What follows belongs to an exercise in optimizing a design on an open flow for small area and a short achievable clock period; a production flow would make more cautious choices.
Function was checked by simulation only, so behaviour that the tests miss may differ from the original.
Power figures rest on the tool's default switching activity, not on a simulated workload.

## run.sh

```bash
#!/bin/bash
# synth_recipe.tcl (not shown) runs the flow's synth.tcl, then flattens the netlist and writes it again
# the make line also repeats each setting of config.mk as NAME=value (left out here)
make -C /OpenROAD-flow-scripts/flow DESIGN_CONFIG=/design/flow/config.mk WORK_HOME=/design/flow/orfs CLKGATE_MAP_FILE= SYNTH_SCRIPT=/design/flow/synth_recipe.tcl finish
```

## config.mk

```make
export PLATFORM = sky130hd
export DESIGN_NAME = reg_alu_core
export DESIGN_NICKNAME = reg_alu_core
export VERILOG_FILES = /design/flow/design.v
export SDC_FILE = /design/flow/constraint.sdc
export NUM_CORES = 4
export LEC_CHECK = 0
export CAP_MARGIN = 20
export CORE_MARGIN = 2
export CORE_UTILIZATION = 25
export SETUP_SLACK_MARGIN = 0.3
export SLEW_MARGIN = 20
```

## constraint.sdc

```tcl
create_clock -name core_clock -period 12.0 [get_ports {clk}]
set_input_delay 2.4000 -clock core_clock [delete_from_list [all_inputs] [get_ports {clk}]]
set_output_delay 2.4000 -clock core_clock [all_outputs]
set_load 0.01 [all_outputs]
```

## design.v

```verilog
package alu_pkg;
  localparam logic [2:0] OpAnd = 3'b000;
  localparam logic [2:0] OpOr  = 3'b001;
  localparam logic [2:0] OpAdd = 3'b010;
  localparam logic [2:0] OpSub = 3'b110;
  localparam logic [2:0] OpSlt = 3'b111;
  localparam logic [5:0] FunctAdd = 6'b100000;
  localparam logic [5:0] FunctSub = 6'b100010;
  localparam logic [5:0] FunctAnd = 6'b100100;
  localparam logic [5:0] FunctOr  = 6'b100101;
  localparam logic [5:0] FunctSlt = 6'b101010;
  typedef enum logic [1:0] {
    AluOpMem   = 2'b00,
    AluOpBeq   = 2'b01,
    AluOpRtype = 2'b10,
    AluOpBeqX  = 2'b11
  } alu_op_e;
endpackage
module alu_decode
(
  input  logic       alu_op0_i,
  input  logic       alu_op1_i,
  input  logic [5:0] funct_i,
  output logic [2:0] op_o
);
  alu_pkg::alu_op_e alu_op;
  assign alu_op = alu_pkg::alu_op_e'({alu_op1_i, alu_op0_i});
  always_comb begin
    op_o = alu_pkg::OpAdd;
    unique case (alu_op)
      alu_pkg::AluOpBeq, alu_pkg::AluOpBeqX: op_o = alu_pkg::OpSub;
      alu_pkg::AluOpMem:            op_o = alu_pkg::OpAdd;
      alu_pkg::AluOpRtype: begin
        unique case (funct_i)
          alu_pkg::FunctAdd: op_o = alu_pkg::OpAdd;
          alu_pkg::FunctSub: op_o = alu_pkg::OpSub;
          alu_pkg::FunctAnd: op_o = alu_pkg::OpAnd;
          alu_pkg::FunctOr:  op_o = alu_pkg::OpOr;
          alu_pkg::FunctSlt: op_o = alu_pkg::OpSlt;
          default:  op_o = alu_pkg::OpAdd;
        endcase
      end
      default: op_o = alu_pkg::OpAdd;
    endcase
  end
endmodule
module regfile #(
  parameter int unsigned Width = 32,
  parameter int unsigned NRegs = 32,
  parameter int unsigned AddrW = $clog2(NRegs)
) (
  input  logic             clk_i,
  input  logic             rst_ni,
  input  logic [AddrW-1:0] rs_addr_i,
  input  logic [AddrW-1:0] rt_addr_i,
  input  logic [AddrW-1:0] wr_addr_i,
  input  logic [Width-1:0] wr_data_i,
  input  logic             we_i,
  output logic [Width-1:0] rs_data_o,
  output logic [Width-1:0] rt_data_o
);
  logic [Width-1:0] regs_q [NRegs];
  always_ff @(posedge clk_i or negedge rst_ni) begin
    if (!rst_ni) begin
      for (int i = 0; i < int'(NRegs); i++) begin
        regs_q[i] <= '0;
      end
    end else if (we_i && (wr_addr_i != '0)) begin
      regs_q[wr_addr_i] <= wr_data_i;
    end
  end
  assign rs_data_o = (rs_addr_i == '0) ? '0 : regs_q[rs_addr_i];
  assign rt_data_o = (rt_addr_i == '0) ? '0 : regs_q[rt_addr_i];
endmodule
module reg_alu_core
#(
  parameter int unsigned WIDTH = 32,
  parameter int unsigned NREGS = 32
) (
  input  logic                     clk,
  input  logic                     reset,
  input  logic [$clog2(NREGS)-1:0] rs_addr,
  input  logic [$clog2(NREGS)-1:0] rt_addr,
  input  logic [$clog2(NREGS)-1:0] wr_addr,
  input  logic [WIDTH-1:0]         wr_data,
  input  logic                     reg_write,
  input  logic                     alu_op0,
  input  logic                     alu_op1,
  input  logic [5:0]               funct,
  input  logic                     alu_src,
  input  logic [WIDTH-1:0]         imm,
  output logic [WIDTH-1:0]         read_data1,
  output logic [WIDTH-1:0]         read_data2,
  output logic [WIDTH-1:0]         alu_result,
  output logic                     zero,
  output logic                     cout
);
  logic [2:0]       op;
  logic [WIDTH-1:0] a, b, b_eff, sum;
  logic             carry, less;
  regfile #(
    .Width (WIDTH),
    .NRegs (NREGS)
  ) u_regfile (
    .clk_i     (clk),
    .rst_ni    (reset),
    .rs_addr_i (rs_addr),
    .rt_addr_i (rt_addr),
    .wr_addr_i (wr_addr),
    .wr_data_i (wr_data),
    .we_i      (reg_write),
    .rs_data_o (read_data1),
    .rt_data_o (read_data2)
  );
  alu_decode u_alu_decode (
    .alu_op0_i (alu_op0),
    .alu_op1_i (alu_op1),
    .funct_i   (funct),
    .op_o      (op)
  );
  assign a     = read_data1;
  assign b     = alu_src ? imm : read_data2;
  assign b_eff = op[2] ? ~b : b;
  assign {carry, sum} = {1'b0, a} + {1'b0, b_eff} + {{WIDTH{1'b0}}, op[2]};
  assign less = (a[WIDTH-1] & ~b[WIDTH-1]) |
                (~(a[WIDTH-1] ^ b[WIDTH-1]) & sum[WIDTH-1]);
  always_comb begin
    alu_result = '0;
    cout       = 1'b0;
    unique case (op)
      alu_pkg::OpAnd: alu_result = a & b;
      alu_pkg::OpOr:  alu_result = a | b;
      alu_pkg::OpAdd, alu_pkg::OpSub: begin
        alu_result = sum;
        cout       = carry;
      end
      alu_pkg::OpSlt: begin
        alu_result = {{(WIDTH-1){1'b0}}, less};
        cout       = carry;
      end
      default: begin
        alu_result = '0;
        cout       = 1'b0;
      end
    endcase
  end
  assign zero = (alu_result == '0);
endmodule
```

==> results.sh <==
export IMPL_status="finished clean"
export IMPL_dp_cells=8127
export IMPL_p_sw_mw=3.71
export IMPL_fin_nets=5545
export IMPL_avgViaCountPerCell=6.37
export IMPL_fin_ws_ns=0.664
export IMPL_grt_pass1_wl_mm=441
export IMPL_wirelength_mm=328
export IMPL_yosys_warnings=4
export IMPL_synth_top_area_cell="dfrtp_1"
export IMPL_dieArea_um2=223000
export IMPL_drt_iter0_drc=9598
export IMPL_synth_most_common_cell="mux2_2"
export IMPL_path_class="primary input to output pin"
export IMPL_grt_busiest_layer="met2"
export IMPL_firstDrtPassIters=19
export IMPL_grt_pass1_vias=51000
export IMPL_drive_above_1_share=0.361
export IMPL_post_drt_wl_per_cell_um=39.2
export IMPL_p_per_area_nw_per_um2=164
export IMPL_place_ws_ns=-0.201
export IMPL_num_vias=53400
export IMPL_initial_core_util=0.252
export IMPL_fin_crit_sh=0.945
export IMPL_start_kind="primary input"
export IMPL_die_x_um=472
export IMPL_grt_usage=0.283
export IMPL_synth_cell_types=100
export IMPL_grtUsageMet2=0.398
export IMPL_crit_chain="buf_2 -> buf_12 -> nor2b_1 -> nand3_1 -> a21oi_1 -> a221o_1 -> a2111oi_0 -> buf_4 -> a21oi_1 -> ha_1 -> buf_4 -> a21oi_1 -> o21ai_0 -> or3_1 -> a21o_1 -> a21oi_1 -> o21ai_0 -> a211oi_2 -> o2111ai_1 -> or4_1 -> or4_1 -> nor4_2 -> dlymetal6s2s_1"
export IMPL_netSwitchingFraction=0.333
export IMPL_rows=171
export IMPL_power_mw=11.2
export IMPL_ys_ff_latch=992
export IMPL_crit_fanout=21
export IMPL_antenna_found_initial=37
export IMPL_place_congestion=1.05
export IMPL_clockBufferDepth=3
export IMPL_cp_slowest_cell="nor2b_1"
export IMPL_period_needed_ns=11.34
export IMPL_gr_usage_met3=0.126
export IMPL_port_buffers=188
export IMPL_synthesis_nets=5149
export IMPL_synthFlopType="dfrtp_1"
export IMPL_syn_inst=5023
export IMPL_clkTransAtPathRegs_ns=0.06
export IMPL_path_common_cell="a21oi_1"
export IMPL_synth_edff_count=0
export IMPL_finalSetupViolCount=0
export IMPL_holdWs_ns=0.528
export IMPL_finalHoldViolations=0
export IMPL_rsz0062_at_grt="false"
export IMPL_drcViolationCount=0
export IMPL_p_int_mw=7.44
export IMPL_largest_register_ffs=992
export IMPL_cts_root_buffer="clkbuf_16"
export IMPL_combPwrFrac=0.248
export IMPL_drv_slew=0
export IMPL_clkSinkCount=992
export IMPL_synthTopCellsByArea="dfrtp_1, mux2_2, a22oi_1"
export IMPL_relSlewSlack=0.184
export IMPL_peakVddDrop_v=0.000112
export IMPL_clock_latency_ns=0.73
export IMPL_crit_arrival_ns=8.94
export IMPL_synth_area_um2=54900
export IMPL_leakage_nw=29.4
export IMPL_largestRegisters="u_regfile.regs_q (992)"
export IMPL_area_delta_synth_final_pct=24.2
export IMPL_htreeDepth=3
export IMPL_dpl_hpwl_mm=218
export IMPL_hold_class="flip-flop to flip-flop"
export IMPL_gr_usage_met1=0.352
export IMPL_worst_slew_pin_slew_ns=1.22
export IMPL_synthTopCellsByCount="mux2_2, dfrtp_1, a22oi_1"
export IMPL_synth_top_area_share=0.453
export IMPL_max_stage_delay_ns=0.77
export IMPL_io_pins=189
export IMPL_fp_coreArea_um2=218000
export IMPL_utilization=0.313
export IMPL_fin_skew_ns=0
export IMPL_p_clk_frac=0.326
export IMPL_async_flop_share=1.00
export IMPL_die_h_um=472
export IMPL_max_cap_viol_count=0
export IMPL_ant_nets=0
export IMPL_grt_overflow_total=0
export IMPL_cts_tree="done"
export IMPL_end_kind="output pin"
export IMPL_final_cell_count_no_fill=8385
export IMPL_grt_max_degree=165
export IMPL_syn_mean_instance_area_um2=10.9
export IMPL_ys_seq_area_frac=0.453
export IMPL_max_freq_mhz=88.2
export IMPL_numCtsBuffers=111
export IMPL_worstPathRequired_ns=9.60
export IMPL_top_register="u_regfile.regs_q"
export IMPL_sequentialPowerShare=0.426
-- cell usage in the layout (no fill, tap or decap), types with 25 or more instances in the layout --
master,n
a2111oi_0,37
a21oi_1,160
a221oi_1,53
a222oi_1,25
a22o_1,76
a22oi_1,463
a31oi_1,29
and3_1,167
buf_12,65
buf_4,512
clkbuf_16,113
clkbuf_8,27
clkdlybuf4s50_1,164
dfrtp_1,992
ha_1,34
inv_1,29
mux2_2,1020
mux2i_1,48
nand2_1,207
nand3_1,281
nand4_1,146
nor2_1,75
nor2_4,53
nor3_1,54
nor4_1,31
o21ai_0,49
xnor2_1,31
-- power by group through the flow --
stage	Combinational, mW	Sequential [mW]	Clock (mW)
3_3_place_gp	2.64	4.73	0
5_1_grt	2.91	4.77	3.79
4_1_cts	2.69	4.68	3.66
6_report	2.77	4.75	3.64
3_5_place_dp	2.67	4.74	0
2_1_floorplan	1.41	4.40	0
-- cell type report --
class,count,area [um2]
diodes,23,57.6
clock buffers,160,3270
clock inverters,42,577
fillers,22000,149000
inverters,30,113
multi-input cells,3515,28700
flip-flops and latches,992,24800
well taps,2854,3570
repair buffers,769,7020
-- routing by layer --
metal  vias up  wire length [um]  share of wire
met1     26900            122000           0.37
li1      20100                 -              -
met3      1439             49000           0.15
met5         -               271        0.00083
met4        29             25800          0.079
met2      4984            131000           0.40
-- worst paths after layout --
kind                                           from                  endpoint  slack (ns)  cells past startpoint
setup / recovery                         rs_addr[1]                      zero        0.66                     23
setup reg to reg           u_regfile.regs_q[17][17]  u_regfile.regs_q[17][17]       11.00                      1
hold / removal             u_regfile.regs_q[12][30]  u_regfile.regs_q[12][30]        0.53                      1
hold reg to reg            u_regfile.regs_q[12][30]  u_regfile.regs_q[12][30]        0.53                      1
min in group asynchronous                     reset   u_regfile.regs_q[20][3]        1.67                      1
max in group asynchronous                     reset  u_regfile.regs_q[31][15]        8.10                      3
-- worst max-delay path, delay by kind of cell --
family / cells / cell delay, ns
AND/OR/NAND/NOR: 6 / 2.38
adder cells (fa/ha/maj): 1 / 0.36
AO/OA/AOI/OAI: 11 / 2.68
buffers and inverters: 5 / 1.09
-- per-stage QoR --
step	setup TNS, ns	instance area, um2
floorplan	0	54900
global placement	-0.184	63700
detailed placement	-0.201	63700
CTS	0	67800
global route	0	68100
finish	0	68100
-- timing repair --
action | in CTS | in global routing
buffers inserted | 16 | 15
setup endpoints to repair | 1 | 1
resized for setup | 31 | 43
hold buffers | 0 | 0
pin swaps | 6 | 8
-- logic make-up (layout without fill, tap and decap cells) --
logic type | count (synthesis) | after routing | share of synthesized area
other | 0 | 23 | 0
adders and majority gates | 53 | 53 | 0.0114
and+or+nand+nor | 1236 | 1236 | 0.122
muxes | 1072 | 1072 | 0.219
AOI/OAI and AO/OA | 1102 | 1102 | 0.149
xor gates and xnor gates | 52 | 52 | 0.00830
buffers and inverters | 516 | 1001 | 0.0382
DFF | 992 | 992 | 0.453

==> port drivers added, routing unchanged <==
How much do the figures lean on ideal ports? The routed layout below was timed once more, with nothing changed but the port constraints.
Step 1 assumes that a clkbuf_16 drives the clock port and a buf_2 every other input.
Step 2 moves the port delays by t, midway between the first and last clock arrival at a register: inputs arrive t later, outputs are due t later. That takes back most of the time a late clock gives input paths.
Slacks: ideal / step 1 / step 2; pairs: ideal / step 1.
shift t [ns]: 0.850
setup WS [ns]: 0.664 / 0.613 / 0.613
clock arrival spread, ns: 0.072 / 0.072
After both steps this run still meets setup and hold. For this run, drivers alone change the setup slack by -0.051 ns; drivers and shift together by -0.051 ns.
